Context: an optimization exercise on an open-source flow, tuned for small area. The choices shown serve that exercise and are no tape-out recipe. Function was checked by simulation only, so behaviour that the tests miss may differ from the original. Power and IR drop assume default switching activity.

File: design.v
module mips_regfile_rd_wrow #(
    parameter int W = 32
) (
    input  logic [W-1:0] q,
    input  logic         r,
    input  logic         rb,
    input  logic [W-1:0] c,
    output logic [W-1:0] d
);
    assign d = ~((q | {W{r}}) & ({W{rb}} | c));
endmodule
module mips_regfile_rd_aoi3 #(
    parameter int W = 32
) (
    input  logic         s0,
    input  logic [W-1:0] a0,
    input  logic         s1,
    input  logic [W-1:0] a1,
    input  logic         s2,
    input  logic [W-1:0] a2,
    output logic [W-1:0] y
);
    assign y = ~(({W{s0}} & a0) | ({W{s1}} & a1) | ({W{s2}} & a2));
endmodule
module mips_regfile_rd_aoi21 #(
    parameter int W = 32
) (
    input  logic         s0,
    input  logic [W-1:0] a0,
    input  logic         s1,
    input  logic [W-1:0] a1,
    input  logic         k,
    output logic [W-1:0] y
);
    assign y = ~(({W{s0}} & a0) | ({W{s1}} & a1) | {W{k}});
endmodule
module mips_regfile_rd_rport #(
    parameter int W = 32,
    parameter int N = 31
) (
    input  logic [N-1:0]        sel,
    input  logic [N-1:0][W-1:0] rows,
    input  logic                hold,
    input  logic [W-1:0]        held,
    input  logic                k,
    output logic [W-1:0]        y
);
    localparam int G = N / 3;   
    logic [G:0][W-1:0] n;
    for (genvar g = 0; g < G; g++) begin : grp
        mips_regfile_rd_aoi3 #(.W(W)) u_aoi (
            .s0(sel[3*g]),   .a0(rows[3*g]),
            .s1(sel[3*g+1]), .a1(rows[3*g+1]),
            .s2(sel[3*g+2]), .a2(rows[3*g+2]),
            .y (n[g])
        );
    end
    mips_regfile_rd_aoi21 #(.W(W)) u_last (
        .s0(sel[N-1]), .a0(rows[N-1]),
        .s1(hold),     .a1(held),
        .k (k),
        .y (n[G])
    );
    always_comb begin
        y = '1;
        for (int g = 0; g <= G; g++) y = y & n[g];
    end
endmodule
module mips_regfile_rd #(
    parameter int DATA_WIDTH = 32,
    parameter int ADDR_WIDTH = 5
) (
    input  logic                  clk,
    input  logic                  reset,
    input  logic                  we,
    input  logic [ADDR_WIDTH-1:0] waddr,
    input  logic [DATA_WIDTH-1:0] wdata,
    input  logic                  re1,
    input  logic [ADDR_WIDTH-1:0] raddr1,
    output logic [DATA_WIDTH-1:0] rdata1,
    input  logic                  re2,
    input  logic [ADDR_WIDTH-1:0] raddr2,
    output logic [DATA_WIDTH-1:0] rdata2
);
    localparam int DEPTH = 2 ** ADDR_WIDTH;
    localparam int N     = DEPTH - 1;   
    logic ph;
    always_ff @(posedge clk or posedge reset) begin
        if (reset) ph <= 1'b0;
        else       ph <= ~ph;
    end
    logic [N-1:0][DATA_WIDTH-1:0] mem;
    logic [N-1:0][DATA_WIDTH-1:0] mem_d;
    logic [N-1:0]                 valid;
    logic [N-1:0] wsel;
    always_comb begin
        for (int k = 0; k < N; k++) wsel[k] = we && (waddr == ADDR_WIDTH'(k + 1));
    end
    logic [DATA_WIDTH-1:0] wdata_ph;
    assign wdata_ph = wdata ^ {DATA_WIDTH{ph}};
    for (genvar k = 0; k < N; k++) begin : row
        mips_regfile_rd_wrow #(.W(DATA_WIDTH)) u_w (
            .q(mem[k]), .r(wsel[k]), .rb(~wsel[k]), .c(wdata_ph), .d(mem_d[k])
        );
    end
    always_ff @(posedge clk) begin
        mem <= mem_d;
    end
    always_ff @(posedge clk or posedge reset) begin
        if (reset) valid <= '0;
        else       valid <= valid | wsel;
    end
    logic [N-1:0] rsel1, rsel2;
    always_comb begin
        for (int k = 0; k < N; k++) begin
            rsel1[k] = re1 && valid[k] && (raddr1 == ADDR_WIDTH'(k + 1));
            rsel2[k] = re2 && valid[k] && (raddr2 == ADDR_WIDTH'(k + 1));
        end
    end
    logic zk1, zk2;
    assign zk1 = re1 && !(|rsel1) && ph;
    assign zk2 = re2 && !(|rsel2) && ph;
    logic [DATA_WIDTH-1:0] out1, out2;
    logic [DATA_WIDTH-1:0] out1_d, out2_d;
    mips_regfile_rd_rport #(.W(DATA_WIDTH), .N(N)) u_rp1 (
        .sel(rsel1), .rows(mem), .hold(~re1), .held(out1), .k(zk1), .y(out1_d)
    );
    mips_regfile_rd_rport #(.W(DATA_WIDTH), .N(N)) u_rp2 (
        .sel(rsel2), .rows(mem), .hold(~re2), .held(out2), .k(zk2), .y(out2_d)
    );
    always_ff @(posedge clk or posedge reset) begin
        if (reset) begin
            out1 <= '0;
            out2 <= '0;
        end else begin
            out1 <= out1_d;
            out2 <= out2_d;
        end
    end
    assign rdata1 = out1 ^ {DATA_WIDTH{ph}};
    assign rdata2 = out2 ^ {DATA_WIDTH{ph}};
endmodule
File: run.sh
#!/bin/bash
# synth_recipe.tcl (not shown) runs the flow's synth.tcl, then flattens the netlist and writes it again
# the make line also repeats each setting of config.mk as NAME=value (left out here)
make -C /OpenROAD-flow-scripts/flow DESIGN_CONFIG=/design/flow/config.mk WORK_HOME=/design/flow/orfs CLKGATE_MAP_FILE= SYNTH_SCRIPT=/design/flow/synth_recipe.tcl finish
File: config.mk
export PLATFORM = sky130hd
export DESIGN_NAME = mips_regfile_rd
export DESIGN_NICKNAME = mips_regfile_rd
export VERILOG_FILES = /design/flow/design.v
export SDC_FILE = /design/flow/constraint.sdc
export NUM_CORES = 4
export LEC_CHECK = 0
export CAP_MARGIN = 20
export CORE_MARGIN = 2
export CORE_UTILIZATION = 55
export SLEW_MARGIN = 20
export SYNTH_HIERARCHICAL = 1
export SYNTH_MINIMUM_KEEP_SIZE = 0
File: constraint.sdc
create_clock -name core_clock -period 5.0 [get_ports {clk}]
set_input_delay 1.0000 -clock core_clock [delete_from_list [all_inputs] [get_ports {clk}]]
set_output_delay 1.0000 -clock core_clock [all_outputs]
set_load 0.01 [all_outputs]
==> qor.csv <==
stage,metric,value,unit
final_layout,fin_nets,3866,
power_and_ir_drop,total_power,24.1,mW
floorplan,initial_core_util,55.4,%
cts,cts.sinks,1088,
floorplan,core,78700,sq um
worst_setup_path,crit_fanout,46,
synth,synthCells,3821,
worst_setup_path,cp-start-kind,flip-flop,
place,io_buffer_count,115,
worst_hold_path,min_path_type,reg -> reg,
synth,synth-seq-cells,1088,
grt,grt.total_usage,48.2,%
worst_setup_path,worstSetupPathType,reg -> out,
synth,synthesis.nets,3873,
floorplan,die_w,286,um
synth,yosysSeqAreaShare,51.0,%
final_layout,drive_above_1_share,14.4,%
detailed_routing,vias,42900,
worst_setup_path,timing.critical_path.slowest_cell_delay,1060,ps
sta,max_slew_margin,14.1,%
final_layout,syn_to_final_growth,11.0,%
cts,cts_resized,0,
floorplan,die_area,81600,sq um
detailed_routing,viasPerCell,8.66,
place,place.gp.congestion,0.994,
worst_setup_path,crit_chain,buf_4 -> xor2_1 -> clkdlybuf4s50_1,
synth,syn_area_per_cell,11.4,sq um
sta,period_needed,4060,ps
worst_setup_path,critPathArrivalTime,3060,ps
place,dp_hpwl,121000,um
sta,fin_hold_ws,469,ps
grt,grt_pass1_wl,289000,um
final_layout,final_area,48400,sq um
cts,cts-root-buf,clkbuf_16,
place,dpl_worst_slack,679,ps
sta,drv_slew,0,
cts,htree_levels,3,
worst_setup_path,worst_path_dominant_cell_family,flip-flops,
floorplan,die_h,286,um
detailed_routing,drt-total-wl,206000,um
grt,first_global_vias,41200,
detailed_routing,drtAntennaViolNets,0,
worst_setup_path,cp_slowest_cell,dfrtp_4,
sta,totalNegativeSetupSlack,0,ps
worst_setup_path,required,4000,ps
worst_hold_path,hold_depth,1,
detailed_routing,wl_per_cell,41.5,um
flow_run,max_cap_violations,0,
synth,ys_types,55,
sta,hold_violations,0,
cts,cts_hold_buf,0,
sta,rsz0062_at_grt,no,
cts,numCtsBuffers,110,
grt,overflow,0,
cts,cts.reportedPaths.clkPinSlew,60,ps
run_status,status,timing/DRC/antenna clean,
worst_setup_path,r2r_cells,7,
worst_setup_path,crit_path_end_kind,primary output,
floorplan,ios,116,
sta,fin_skew,33.2,ps
sta,setup_ws,939,ps
cts,clk_latency,710,ps
sta,worst_pin_slew,1290,ps
cts,post_cts_buffers,0,
grt,antenna_found_initial,4,
worst_setup_path,cp.depth,3,
worst_setup_path,cp.buffers_inverters,2,
cts,cts_tree,yes,
sta,finalSetupViolations,0,
floorplan,rows,103,
place,place_area,44600,sq um
sta,final.period_utilization,81.2,%
power_and_ir_drop,power_density,499,nW/um^2
synth,yosys_warnings,8,
detailed_routing,route.detailed.drc,0,
synth,synth_area,43600,sq um
detailed_routing,first_pass_iters,13,
sta,fmax,0.246,GHz
grt,grt_max_degree,47,
detailed_routing,drt-initial-drc-count,9734,
cts,cts.path.max_buffers,3,
power_and_ir_drop,cellLeakagePower,17.3,nW
power_and_ir_drop,peakVddDrop,0.000351,V
==> stage by stage <==
step | cells | util, %
global route | 4956 | 61.5
finish | 4958 | 61.5
detailed placement | 4749 | 56.7
CTS | 4953 | 61.4
floorplan | 3821 | -
global placement | 4749 | 56.7
==> layout make-up <==
cell class / count / area (sq um)
fill: 6377 / 30300
timing repair buffer: 291 / 2770
clock inverter: 48 / 493
antenna: 2 / 5.00
tap: 1050 / 1310
clock buffer: 156 / 3190
inverter: 37 / 141
multi-input combinational: 2286 / 18200
sequential: 1088 / 22300
==> Yosys cell counts, drive strengths merged <==
| cell | number | area, sq um |
|---|---|---|
| o21bai | 1 | 7.51 |
| and4bb | 3 | 41.3 |
| a221o | 1 | 10.0 |
| mux2 | 8 | 93.8 |
| nand4 | 128 | 801 |
| o21ai | 2 | 10.0 |
| dfrtp | 96 | 2400 |
| nand2b | 30 | 188 |
| a2111oi | 3 | 57.6 |
| a31o | 1 | 8.76 |
| nor4bb | 3 | 30.0 |
| o22ai | 994 | 6220 |
| mux2i | 2 | 20.0 |
| a32oi | 1 | 8.76 |
| dfxtp | 992 | 19900 |
| buf | 396 | 3400 |
| nand4b | 1 | 8.76 |
| a21oi | 5 | 25.0 |
| o311ai | 1 | 8.76 |
| nand3 | 72 | 360 |
| a22o | 6 | 52.6 |
| and4b | 7 | 73.8 |
| nor2 | 12 | 45.0 |
| or2 | 5 | 31.3 |
| xor2 | 96 | 841 |
| and4 | 2 | 18.8 |
| a222oi | 640 | 6410 |
| nand2 | 37 | 139 |
| nor4 | 1 | 6.26 |
| a221oi | 66 | 953 |
| a22oi | 5 | 37.5 |
| a311oi | 1 | 8.76 |
| nor4b | 3 | 26.3 |
| a211o | 1 | 8.76 |
| and2 | 4 | 25.0 |
| inv | 37 | 139 |
| nand3b | 2 | 15.0 |
| nor2b | 9 | 56.3 |
| nor3 | 67 | 656 |
| clkbuf | 14 | 93.8 |
| and3 | 66 | 417 |
==> worst reg2reg max path, delay by kind of cell (launching register included) <==
| family | cells | cell delay (ps) |
|---|---|---|
| AOI/OAI and AO/OA | 3 | 780 |
| buffers and inverters | 1 | 700 |
| DFF | 1 | 1060 |
| and+or+nand+nor | 3 | 430 |
==> logic make-up after synthesis <==
family                    share of synthesized area (%)
AOI/OAI and AO/OA                                  31.7
DFF                                                51.0
and+or+nand+nor                                    6.74
buffers and inverters                              8.33
xor gates and xnor gates                           1.93
muxes                                             0.261
==> per-layer routing <==
layer | part of all wire, % | up-vias | global-route usage [%]
met5 | 0.073 | - | 0.872
met4 | 7.9 | 10 | 31.1
met3 | 17 | 1142 | 21.7
met2 | 40 | 4285 | 68.1
met1 | 34 | 20900 | 59.2
li1 | - | 16600 | -
==> cells in the final DEF, fill, tap and decap left out, types with 12 or more instances in the layout <==
| master | count |
|---|---|
| o22ai_1 | 994 |
| dfxtp_1 | 992 |
| a222oi_1 | 640 |
| buf_4 | 154 |
| nand4_1 | 128 |
| clkdlybuf4s50_1 | 115 |
| clkbuf_16 | 112 |
| dfrtp_1 | 95 |
| nand3_1 | 72 |
| xor2_1 | 64 |
| nor3_2 | 64 |
| a221oi_2 | 60 |
| and3_1 | 46 |
| nand2_1 | 37 |
| inv_1 | 34 |
| clkinv_2 | 31 |
| nand2b_1 | 30 |
| clkbuf_8 | 22 |
| clkbuf_1 | 22 |
| and3_2 | 20 |
| xor2_4 | 20 |
| buf_12 | 19 |
| nor2_1 | 12 |
| xor2_2 | 12 |
==> power by group <==
group | leakage [nW] | internal (mW) | switching [mW] | total [mW]
Sequential | 9.57 | 10.8 | 1.94 | 12.8
Combinational | 5.91 | 1.52 | 1.44 | 2.95
Clock | 1.84 | 4.81 | 3.62 | 8.43
==> registers in the layout, summed over array words and instances, names as in the netlist <==
signal / count
mem: 992
out1: 32
out2: 32
valid: 31
ph: 1
==> path summary, 6_finish.rpt <==
check | endpoint | startpoint | slack [ps]
worst max-delay path | rdata1[13] | ph | 940
worst min-delay path | mem[85] | mem[85] | 470
worst max register to register | out2[30] | ph | 1900
worst min register to register | mem[85] | mem[85] | 470
max in group asynchronous | ph | reset | 3170
min in group asynchronous | valid[19] | reset | 850

## what the ideal ports hide
How much do the figures lean on ideal ports? The routed layout below was timed once more, with nothing changed but the port constraints.
Step 1 sets driving cells, clkbuf_16 on the clock port and buf_2 on the other inputs (assumed; they add their load-dependent delay and slew).
Step 2, shift: input delay + t, output delay - t, t = (earliest + latest rising clock arrival at the registers) / 2. This alone moves slack from input paths to output paths.
Slacks: no drivers / after step 1 / after step 2; pairs: no drivers / after step 1.
t (ns): 0.768
slack for setup (ns): 0.939 / 0.862 / 0.341
latest minus earliest clock arrival (ns): 0.033 / 0.033
After both steps this run still meets setup and hold. For this run, drivers alone change the setup slack by -0.077 ns; drivers and shift together by -0.598 ns.
